Background: an optimization exercise with open tools, aiming at small area and a short achievable clock period. Do not read the settings as production practice. Function was checked by simulation only, so behaviour that the tests miss may differ from the original. Power and IR drop assume default switching activity.

==> inputs of 03-05 <==
Design fu_cluster, start of the top module:
module fu_cluster (
    input  logic                        clock,
    input  logic                        reset,
    input  logic                        squash,
    input  logic [102:0]                alu0_issue,
    input  logic [102:0]                alu1_issue,
    input  logic [102:0]                mult_issue,
    output logic                        alu1_stall,
    output logic [77:0]                 cdb
);
    logic        kill;
    logic [68:0] dec0, dec1;
    logic [68:0] ix0, ix1;         
    logic [38:0] x1_reg;           
    logic [38:0] x1_n, x1_fresh;
    logic [38:0] x1_saved;         
    logic        after;            
    logic        m_v;
    logic [5:0]  m_t;
    logic [15:0] m_lo, m_xh, m_yh;
    logic        m_ci;
    logic [38:0] l0_n, l1_n;
    logic        stall_n;
    logic [38:0] lane0, lane1;
    logic        stall;
    logic        run1;             
    assign kill = reset || squash;
    alu_dec dec_0 (.issue(alu0_issue), .dec(dec0));
    alu_dec dec_1 (.issue(alu1_issue), .dec(dec1));
    always_ff @(posedge clock) begin
        ix0[67:0] <= dec0[67:0];
        ix0[68]   <= dec0[68] && !kill;
        ix1[67:0] <= dec1[67:0];
        ix1[68]   <= dec1[68] && !kill;
    end
    mult_pipe mult_pipe_0 (
        .clock     (clock),
        .reset     (reset),
        .squash    (squash),
        .issue     (mult_issue),
        .res_valid (m_v),
        .res_tag   (m_t),
        .res_lo    (m_lo),
        .res_ci    (m_ci),
        .res_xh    (m_xh),
  ...
==> module alu_dec, before the edit <==
module alu_dec (
    input  logic [102:0] issue,
    output logic [68:0]  dec
);
    logic [31:0] w, a, rs2, b, bx, a_rev, f1;
    logic [16:0] lo;
    logic        is_op, is_imm, alt, sub, ok, reg_b, same, logic_op;
    logic [2:0]  f3;
    logic [8:0]  ctl;
    assign w      = issue[31:0];
    assign a      = issue[95:64];
    assign rs2    = issue[63:32];
    assign is_op  = (w[6:0] == 7'b0110011);
    assign is_imm = (w[6:0] == 7'b0010011);
    assign ok     = is_op || is_imm;
    assign f3     = w[14:12];
    assign alt    = w[30];
    assign reg_b  = w[5];
    assign b      = reg_b ? rs2 : {{20{w[31]}}, w[31:20]};
    assign sub    = (f3 == 3'd0 && reg_b && alt) || f3 == 3'd2 || f3 == 3'd3;
    assign bx     = b ^ {32{sub}};
    assign same   = (a[31] == b[31]);
    assign lo     = {1'b0, a[15:0]} + {1'b0, bx[15:0]} + {16'd0, sub};
    always_comb begin
        for (int i = 0; i < 32; i++) a_rev[i] = a[31-i];
        case (f3)
            3'd1:    f1 = a_rev;
            3'd4:    f1 = a ^ b;
            3'd5:    f1 = a;
            3'd6:    f1 = a | b;
            3'd7:    f1 = a & b;
            default: f1 = {a[31:16], bx[31:16]};
        endcase
    end
    assign ctl[8] = ok && f3 == 3'd0;
    assign ctl[7] = 1'b0;
    assign ctl[6] = ok && f3 == 3'd3;
    assign ctl[5] = ok && f3 == 3'd2 && same;
    assign ctl[4] = ok && f3 == 3'd2 && !same && a[31];
    assign ctl[3] = lo[16];
    assign ctl[2] = ok && (f3 == 3'd5 || logic_op);
    assign ctl[1] = ok && f3 == 3'd1;
    assign ctl[0] = alt && a[31] && f3 == 3'd5;
    assign logic_op = (f3 == 3'd4 || f3 == 3'd6 || f3 == 3'd7);
    assign dec = {issue[102], issue[101:96], logic_op ? 5'd0 : b[4:0], f1, lo[15:0], ctl};
endmodule
==> module cdb_arbiter, before the edit <==
module cdb_arbiter (
    input  logic        mult_valid,
    input  logic [5:0]  mult_tag,
    input  logic [15:0] mult_lo,       
    input  logic        mult_ci,       
    input  logic [15:0] mult_xh,       
    input  logic [15:0] mult_yh,
    input  logic [68:0] alu0_dec,      
    input  logic [68:0] alu1_dec,      
    input  logic [38:0] alu1_held,     
    input  logic [38:0] alu1_saved,    
    input  logic        run1,          
    input  logic        after,         
    output logic [38:0] lane0_next,
    output logic [38:0] lane1_next,
    output logic [38:0] alu1_fresh,    
    output logic [38:0] alu1_next,     
    output logic        stall_next
);
    logic [15:0] hs0, hs1, hs2;
    logic        co0, co1;
    assign {co0, hs0} = {1'b0, alu0_dec[56:41]} + {1'b0, alu0_dec[40:25]} + {16'd0, alu0_dec[3]};
    assign {co1, hs1} = {1'b0, alu1_dec[56:41]} + {1'b0, alu1_dec[40:25]} + {16'd0, alu1_dec[3]};
    assign hs2        = mult_xh + mult_yh + {15'd0, mult_ci};
    logic [31:0] sr0, sr1, sl0, sl1;
    assign sr0 = 32'($signed({alu0_dec[0], alu0_dec[56:25]}) >>> alu0_dec[61:57]);
    assign sr1 = 32'($signed({alu1_dec[0], alu1_dec[56:25]}) >>> alu1_dec[61:57]);
    always_comb begin
        for (int i = 0; i < 32; i++) begin
            sl0[i] = sr0[31-i];
            sl1[i] = sr1[31-i];
        end
    end
    logic [31:0] s0, s1, r0, r1;
    assign s0 = {hs0, alu0_dec[24:9]};
    assign s1 = {hs1, alu1_dec[24:9]};
    assign r0[31:1] = ({31{alu0_dec[8]}} & s0[31:1])
                    | ({31{alu0_dec[2]}} & sr0[31:1]) | ({31{alu0_dec[1]}} & sl0[31:1]);
    assign r0[0]    = (alu0_dec[8] & s0[0])
                    | (alu0_dec[2] & sr0[0]) | (alu0_dec[1] & sl0[0])
                    | (alu0_dec[6] & !co0)   | (alu0_dec[5] & hs0[15]) | alu0_dec[4];
    assign r1[31:1] = ({31{alu1_dec[8]}} & s1[31:1])
                    | ({31{alu1_dec[2]}} & sr1[31:1]) | ({31{alu1_dec[1]}} & sl1[31:1]);
    assign r1[0]    = (alu1_dec[8] & s1[0])
                    | (alu1_dec[2] & sr1[0]) | (alu1_dec[1] & sl1[0])
                    | (alu1_dec[6] & !co1)   | (alu1_dec[5] & hs1[15]) | alu1_dec[4];
    assign alu1_fresh = {alu1_dec[68], alu1_dec[67:62], r1};
    logic [38:0] alu1_other;
    logic        fresh;
    assign alu1_other = run1 ? alu1_saved : alu1_held;
    assign fresh      = run1 && !after;
    assign alu1_next  = after ? alu1_other : alu1_fresh;
    logic mv, v0, v1;
    logic l0_m, l0_a0, l0_new, l0_oth;
    logic l1_a0, l1_new, l1_oth;
    assign mv = mult_valid;
    assign v0 = alu0_dec[68];
    assign v1 = fresh ? alu1_dec[68] : alu1_other[38];
    assign l0_m    = mv;
    assign l0_a0   = !mv && v0;
    assign l0_new  = !mv && !v0 && fresh;
    assign l0_oth  = !mv && !v0 && !fresh;
    assign l1_a0   = mv && v0;
    assign l1_new  = !(mv && v0) && fresh;
    assign l1_oth  = !(mv && v0) && !fresh;
    assign lane0_next[38]   = mv | v0 | v1;
    assign lane0_next[37:0] = ({38{l0_m}}    & {mult_tag, hs2, mult_lo})
                            | ({38{l0_a0}}   & {alu0_dec[67:62], r0})
                            | ({38{l0_new}}  & {alu1_dec[67:62], r1})
                            | ({38{l0_oth}}  & alu1_other[37:0]);
    assign lane1_next[38]   = (mv & (v0 | v1)) | (v0 & v1);
    assign lane1_next[37:0] = ({38{l1_a0}}   & {alu0_dec[67:62], r0})
                            | ({38{l1_new}}  & {alu1_dec[67:62], r1})
                            | ({38{l1_oth}}  & alu1_other[37:0]);
    assign stall_next       = mv & v0 & v1;
endmodule
==> flow/config.mk <==
export PLATFORM = sky130hd
export DESIGN_NAME = fu_cluster
export DESIGN_NICKNAME = fu_cluster
export VERILOG_FILES = /design/flow/design.v
export SDC_FILE = /design/flow/constraint.sdc
export NUM_CORES = 4
export LEC_CHECK = 0
export ABC_AREA = 1
export CAP_MARGIN = 20
export CORE_MARGIN = 2
export CORE_UTILIZATION = 40
export CTS_CLUSTER_DIAMETER = 120
export CTS_CLUSTER_SIZE = 25
export SETUP_SLACK_MARGIN = 5
export SLEW_MARGIN = 20
export SYNTH_HIERARCHICAL = 1
==> flow/constraint.sdc <==
create_clock -name core_clock -period 8.0 [get_ports {clock}]
set_input_delay 1.6000 -clock core_clock [delete_from_list [all_inputs] [get_ports {clock}]]
set_output_delay 1.6000 -clock core_clock [all_outputs]
set_load 0.01 [all_outputs]
standard.sh (not shown) runs the stock make flow with config.mk's settings and CLKGATE_MAP_FILE= SYNTH_SCRIPT=/design/flow/synth_recipe.tcl, a recipe that flattens the netlist after the stock synthesis.
==> flow/flow/run.sh <==
#!/bin/bash
# The standard layout, with plain buffers on the ports in place of the
# delay cells the resizer picks by default (every port still gets one)
set -o pipefail
cp standard.sh standard_sh.txt
export BUFFER_PORTS_ARGS="-buffer_cell sky130_fd_sc_hd__buf_1"
bash standard.sh > standard.log 2>&1
==> 02-12: changes against 03-05 <==
--- a/flow/design.v
+++ b/flow/design.v
@@ -9,5 +9,5 @@
     logic [31:0] w, a, rs2, b, bx, a_rev, f1;
     logic [16:0] lo;
-    logic        is_op, is_imm, alt, sub, ok, reg_b, same, logic_op;
+    logic        is_op, is_imm, alt, sub, ok, reg_b, same;
     logic [2:0]  f3;
     logic [8:0]  ctl;
@@ -38,14 +38,13 @@
     end
     assign ctl[8] = ok && f3 == 3'd0;
-    assign ctl[7] = 1'b0;
+    assign ctl[7] = ok && (f3 == 3'd4 || f3 == 3'd6 || f3 == 3'd7);
     assign ctl[6] = ok && f3 == 3'd3;
     assign ctl[5] = ok && f3 == 3'd2 && same;
     assign ctl[4] = ok && f3 == 3'd2 && !same && a[31];
     assign ctl[3] = lo[16];
-    assign ctl[2] = ok && (f3 == 3'd5 || logic_op);
+    assign ctl[2] = ok && f3 == 3'd5;
     assign ctl[1] = ok && f3 == 3'd1;
     assign ctl[0] = alt && a[31] && f3 == 3'd5;
-    assign logic_op = (f3 == 3'd4 || f3 == 3'd6 || f3 == 3'd7);
-    assign dec = {issue[102], issue[101:96], logic_op ? 5'd0 : b[4:0], f1, lo[15:0], ctl};
+    assign dec = {issue[102], issue[101:96], b[4:0], f1, lo[15:0], ctl};
 endmodule
 module mult_pipe (
@@ -1214,42 +1213,43 @@
     assign s0 = {hs0, alu0_dec[24:9]};
     assign s1 = {hs1, alu1_dec[24:9]};
-    assign r0[31:1] = ({31{alu0_dec[8]}} & s0[31:1])
+    assign r0[31:1] = ({31{alu0_dec[8]}} & s0[31:1])  | ({31{alu0_dec[7]}} & alu0_dec[56:26])
                     | ({31{alu0_dec[2]}} & sr0[31:1]) | ({31{alu0_dec[1]}} & sl0[31:1]);
-    assign r0[0]    = (alu0_dec[8] & s0[0])
+    assign r0[0]    = (alu0_dec[8] & s0[0])  | (alu0_dec[7] & alu0_dec[25])
                     | (alu0_dec[2] & sr0[0]) | (alu0_dec[1] & sl0[0])
                     | (alu0_dec[6] & !co0)   | (alu0_dec[5] & hs0[15]) | alu0_dec[4];
-    assign r1[31:1] = ({31{alu1_dec[8]}} & s1[31:1])
+    assign r1[31:1] = ({31{alu1_dec[8]}} & s1[31:1])  | ({31{alu1_dec[7]}} & alu1_dec[56:26])
                     | ({31{alu1_dec[2]}} & sr1[31:1]) | ({31{alu1_dec[1]}} & sl1[31:1]);
-    assign r1[0]    = (alu1_dec[8] & s1[0])
+    assign r1[0]    = (alu1_dec[8] & s1[0])  | (alu1_dec[7] & alu1_dec[25])
                     | (alu1_dec[2] & sr1[0]) | (alu1_dec[1] & sl1[0])
                     | (alu1_dec[6] & !co1)   | (alu1_dec[5] & hs1[15]) | alu1_dec[4];
-    assign alu1_fresh = {alu1_dec[68], alu1_dec[67:62], r1};
-    logic [38:0] alu1_other;
-    logic        fresh;
-    assign alu1_other = run1 ? alu1_saved : alu1_held;
-    assign fresh      = run1 && !after;
-    assign alu1_next  = after ? alu1_other : alu1_fresh;
-    logic mv, v0, v1;
-    logic l0_m, l0_a0, l0_new, l0_oth;
-    logic l1_a0, l1_new, l1_oth;
+    assign alu1_fresh = {{alu1_dec[68], alu1_dec[67:62]}, r1};
+    assign alu1_next  = after ? alu1_saved : alu1_fresh;
+    logic mv, v0, vn, v1;
+    logic l0_m, l0_a0, l0_new, l0_sv, l0_held;
+    logic l1_a0, l1_new, l1_sv, l1_held;
     assign mv = mult_valid;
     assign v0 = alu0_dec[68];
-    assign v1 = fresh ? alu1_dec[68] : alu1_other[38];
+    assign vn = alu1_dec[68];
+    assign v1 = run1 ? (after ? alu1_saved[38] : vn) : alu1_held[38];
     assign l0_m    = mv;
     assign l0_a0   = !mv && v0;
-    assign l0_new  = !mv && !v0 && fresh;
-    assign l0_oth  = !mv && !v0 && !fresh;
+    assign l0_new  = !mv && !v0 && run1 && !after;
+    assign l0_sv   = !mv && !v0 && run1 && after;
+    assign l0_held = !mv && !v0 && !run1;
     assign l1_a0   = mv && v0;
-    assign l1_new  = !(mv && v0) && fresh;
-    assign l1_oth  = !(mv && v0) && !fresh;
+    assign l1_new  = !(mv && v0) && run1 && !after;
+    assign l1_sv   = !(mv && v0) && run1 && after;
+    assign l1_held = !(mv && v0) && !run1;
     assign lane0_next[38]   = mv | v0 | v1;
     assign lane0_next[37:0] = ({38{l0_m}}    & {mult_tag, hs2, mult_lo})
                             | ({38{l0_a0}}   & {alu0_dec[67:62], r0})
                             | ({38{l0_new}}  & {alu1_dec[67:62], r1})
-                            | ({38{l0_oth}}  & alu1_other[37:0]);
+                            | ({38{l0_sv}}   & alu1_saved[37:0])
+                            | ({38{l0_held}} & alu1_held[37:0]);
     assign lane1_next[38]   = (mv & (v0 | v1)) | (v0 & v1);
     assign lane1_next[37:0] = ({38{l1_a0}}   & {alu0_dec[67:62], r0})
                             | ({38{l1_new}}  & {alu1_dec[67:62], r1})
-                            | ({38{l1_oth}}  & alu1_other[37:0]);
+                            | ({38{l1_sv}}   & alu1_saved[37:0])
+                            | ({38{l1_held}} & alu1_held[37:0]);
     assign stall_next       = mv & v0 & v1;
 endmodule
==> flow/run.sh (new file) <==
#!/bin/bash
# synth_recipe.tcl (not shown) runs the flow's synth.tcl, then flattens the netlist and writes it again
# the make line also repeats each setting of config.mk as NAME=value (left out here)
make -C /OpenROAD-flow-scripts/flow DESIGN_CONFIG=/design/flow/config.mk WORK_HOME=/design/flow/orfs CLKGATE_MAP_FILE= SYNTH_SCRIPT=/design/flow/synth_recipe.tcl finish
CTS_CLUSTER_DIAMETER = not set   (was 120)
CTS_CLUSTER_SIZE = not set   (was 25)
removed: flow/flow/run.sh
removed: flow/standard.sh
==> 11-04: changes against 03-05 <==
--- a/flow/design.v
+++ b/flow/design.v
@@ -9,5 +9,5 @@
     logic [31:0] w, a, rs2, b, bx, a_rev, f1;
     logic [16:0] lo;
-    logic        is_op, is_imm, alt, sub, ok, reg_b, same, logic_op;
+    logic        is_op, is_imm, alt, sub, ok, reg_b, same;
     logic [2:0]  f3;
     logic [8:0]  ctl;
@@ -38,14 +38,13 @@
     end
     assign ctl[8] = ok && f3 == 3'd0;
-    assign ctl[7] = 1'b0;
+    assign ctl[7] = ok && (f3 == 3'd4 || f3 == 3'd6 || f3 == 3'd7);
     assign ctl[6] = ok && f3 == 3'd3;
     assign ctl[5] = ok && f3 == 3'd2 && same;
     assign ctl[4] = ok && f3 == 3'd2 && !same && a[31];
     assign ctl[3] = lo[16];
-    assign ctl[2] = ok && (f3 == 3'd5 || logic_op);
+    assign ctl[2] = ok && f3 == 3'd5;
     assign ctl[1] = ok && f3 == 3'd1;
     assign ctl[0] = alt && a[31] && f3 == 3'd5;
-    assign logic_op = (f3 == 3'd4 || f3 == 3'd6 || f3 == 3'd7);
-    assign dec = {issue[102], issue[101:96], logic_op ? 5'd0 : b[4:0], f1, lo[15:0], ctl};
+    assign dec = {issue[102], issue[101:96], b[4:0], f1, lo[15:0], ctl};
 endmodule
 module mult_pipe (
@@ -1214,42 +1213,43 @@
     assign s0 = {hs0, alu0_dec[24:9]};
     assign s1 = {hs1, alu1_dec[24:9]};
-    assign r0[31:1] = ({31{alu0_dec[8]}} & s0[31:1])
+    assign r0[31:1] = ({31{alu0_dec[8]}} & s0[31:1])  | ({31{alu0_dec[7]}} & alu0_dec[56:26])
                     | ({31{alu0_dec[2]}} & sr0[31:1]) | ({31{alu0_dec[1]}} & sl0[31:1]);
-    assign r0[0]    = (alu0_dec[8] & s0[0])
+    assign r0[0]    = (alu0_dec[8] & s0[0])  | (alu0_dec[7] & alu0_dec[25])
                     | (alu0_dec[2] & sr0[0]) | (alu0_dec[1] & sl0[0])
                     | (alu0_dec[6] & !co0)   | (alu0_dec[5] & hs0[15]) | alu0_dec[4];
-    assign r1[31:1] = ({31{alu1_dec[8]}} & s1[31:1])
+    assign r1[31:1] = ({31{alu1_dec[8]}} & s1[31:1])  | ({31{alu1_dec[7]}} & alu1_dec[56:26])
                     | ({31{alu1_dec[2]}} & sr1[31:1]) | ({31{alu1_dec[1]}} & sl1[31:1]);
-    assign r1[0]    = (alu1_dec[8] & s1[0])
+    assign r1[0]    = (alu1_dec[8] & s1[0])  | (alu1_dec[7] & alu1_dec[25])
                     | (alu1_dec[2] & sr1[0]) | (alu1_dec[1] & sl1[0])
                     | (alu1_dec[6] & !co1)   | (alu1_dec[5] & hs1[15]) | alu1_dec[4];
-    assign alu1_fresh = {alu1_dec[68], alu1_dec[67:62], r1};
-    logic [38:0] alu1_other;
-    logic        fresh;
-    assign alu1_other = run1 ? alu1_saved : alu1_held;
-    assign fresh      = run1 && !after;
-    assign alu1_next  = after ? alu1_other : alu1_fresh;
-    logic mv, v0, v1;
-    logic l0_m, l0_a0, l0_new, l0_oth;
-    logic l1_a0, l1_new, l1_oth;
+    assign alu1_fresh = {{alu1_dec[68], alu1_dec[67:62]}, r1};
+    assign alu1_next  = after ? alu1_saved : alu1_fresh;
+    logic mv, v0, vn, v1;
+    logic l0_m, l0_a0, l0_new, l0_sv, l0_held;
+    logic l1_a0, l1_new, l1_sv, l1_held;
     assign mv = mult_valid;
     assign v0 = alu0_dec[68];
-    assign v1 = fresh ? alu1_dec[68] : alu1_other[38];
+    assign vn = alu1_dec[68];
+    assign v1 = run1 ? (after ? alu1_saved[38] : vn) : alu1_held[38];
     assign l0_m    = mv;
     assign l0_a0   = !mv && v0;
-    assign l0_new  = !mv && !v0 && fresh;
-    assign l0_oth  = !mv && !v0 && !fresh;
+    assign l0_new  = !mv && !v0 && run1 && !after;
+    assign l0_sv   = !mv && !v0 && run1 && after;
+    assign l0_held = !mv && !v0 && !run1;
     assign l1_a0   = mv && v0;
-    assign l1_new  = !(mv && v0) && fresh;
-    assign l1_oth  = !(mv && v0) && !fresh;
+    assign l1_new  = !(mv && v0) && run1 && !after;
+    assign l1_sv   = !(mv && v0) && run1 && after;
+    assign l1_held = !(mv && v0) && !run1;
     assign lane0_next[38]   = mv | v0 | v1;
     assign lane0_next[37:0] = ({38{l0_m}}    & {mult_tag, hs2, mult_lo})
                             | ({38{l0_a0}}   & {alu0_dec[67:62], r0})
                             | ({38{l0_new}}  & {alu1_dec[67:62], r1})
-                            | ({38{l0_oth}}  & alu1_other[37:0]);
+                            | ({38{l0_sv}}   & alu1_saved[37:0])
+                            | ({38{l0_held}} & alu1_held[37:0]);
     assign lane1_next[38]   = (mv & (v0 | v1)) | (v0 & v1);
     assign lane1_next[37:0] = ({38{l1_a0}}   & {alu0_dec[67:62], r0})
                             | ({38{l1_new}}  & {alu1_dec[67:62], r1})
-                            | ({38{l1_oth}}  & alu1_other[37:0]);
+                            | ({38{l1_sv}}   & alu1_saved[37:0])
+                            | ({38{l1_held}} & alu1_held[37:0]);
     assign stall_next       = mv & v0 & v1;
 endmodule
--- a/flow/flow/run.sh
+++ b/flow/flow/run.sh
@@ -4,4 +4,4 @@
 set -o pipefail
 cp standard.sh standard_sh.txt
-export BUFFER_PORTS_ARGS="-buffer_cell sky130_fd_sc_hd__buf_1"
+export BUFFER_PORTS_ARGS="-buffer_cell sky130_fd_sc_hd__buf_2"
 bash standard.sh > standard.log 2>&1
CORE_UTILIZATION = 50   (was 40)
CTS_CLUSTER_DIAMETER = not set   (was 120)
CTS_CLUSTER_SIZE = not set   (was 25)
==> reports/results.txt <==
FFs & Latches = 564
clock power share = 24.9%
Met2 Wirelength = 65,700 um
CTS-repair resized insts = 321
outcome = finished clean
(the above is from 02-12)
==> reports/results.txt <==
outcome = finished clean
CTS-repair resized insts = 143
Met2 Wirelength = 58,400 um
clock power share = 24.8%
(the above is from 11-04)
==> reports/results.txt <==
outcome = finished clean
#MultiIn Comb = 3,659
CTS-repair resized insts = 125
routed wl met3 = 10,100 um
FFs & Latches = 562
clock power share = 17.6%
(the above is from 03-05)

[static timing again, ports no longer ideal]
How much do the figures lean on ideal ports? The routed layouts below were timed once more, with nothing changed but the port constraints. Step 1 assumes that a clkbuf_16 drives the clock port and a buf_2 every other input. Step 2 adds t to the input delays and takes it off the output delays; t is the mean of the earliest and latest rising clock arrival at the registers after step 1. Input paths then give back, and output paths get back, about the clock's delay inside the block. a / b / c = ideal ports / drivers / drivers and shift; a / b = the first two.
run | t (ns) | setup slack, ns | worst register clock-pin slew, ns | worst slew at a driven data input, ns | cell pins on the clock port's net
03-05 | 0.659 | 4.868 / 4.877 / 4.218 | 0.10 / 0.10 | 0.06 | 1
02-12 | 0.702 | 4.843 / 4.867 / 4.165 | 0.07 / 0.07 | 0.07 | 1
11-04 | 0.713 | 4.950 / 4.970 / 4.257 | 0.07 / 0.07 | 0.08 | 1
After both steps every run listed still meets setup and hold. The setup slack of 11-04, which loses most, moves by +0.020 ns with the drivers and by -0.693 ns with both steps.
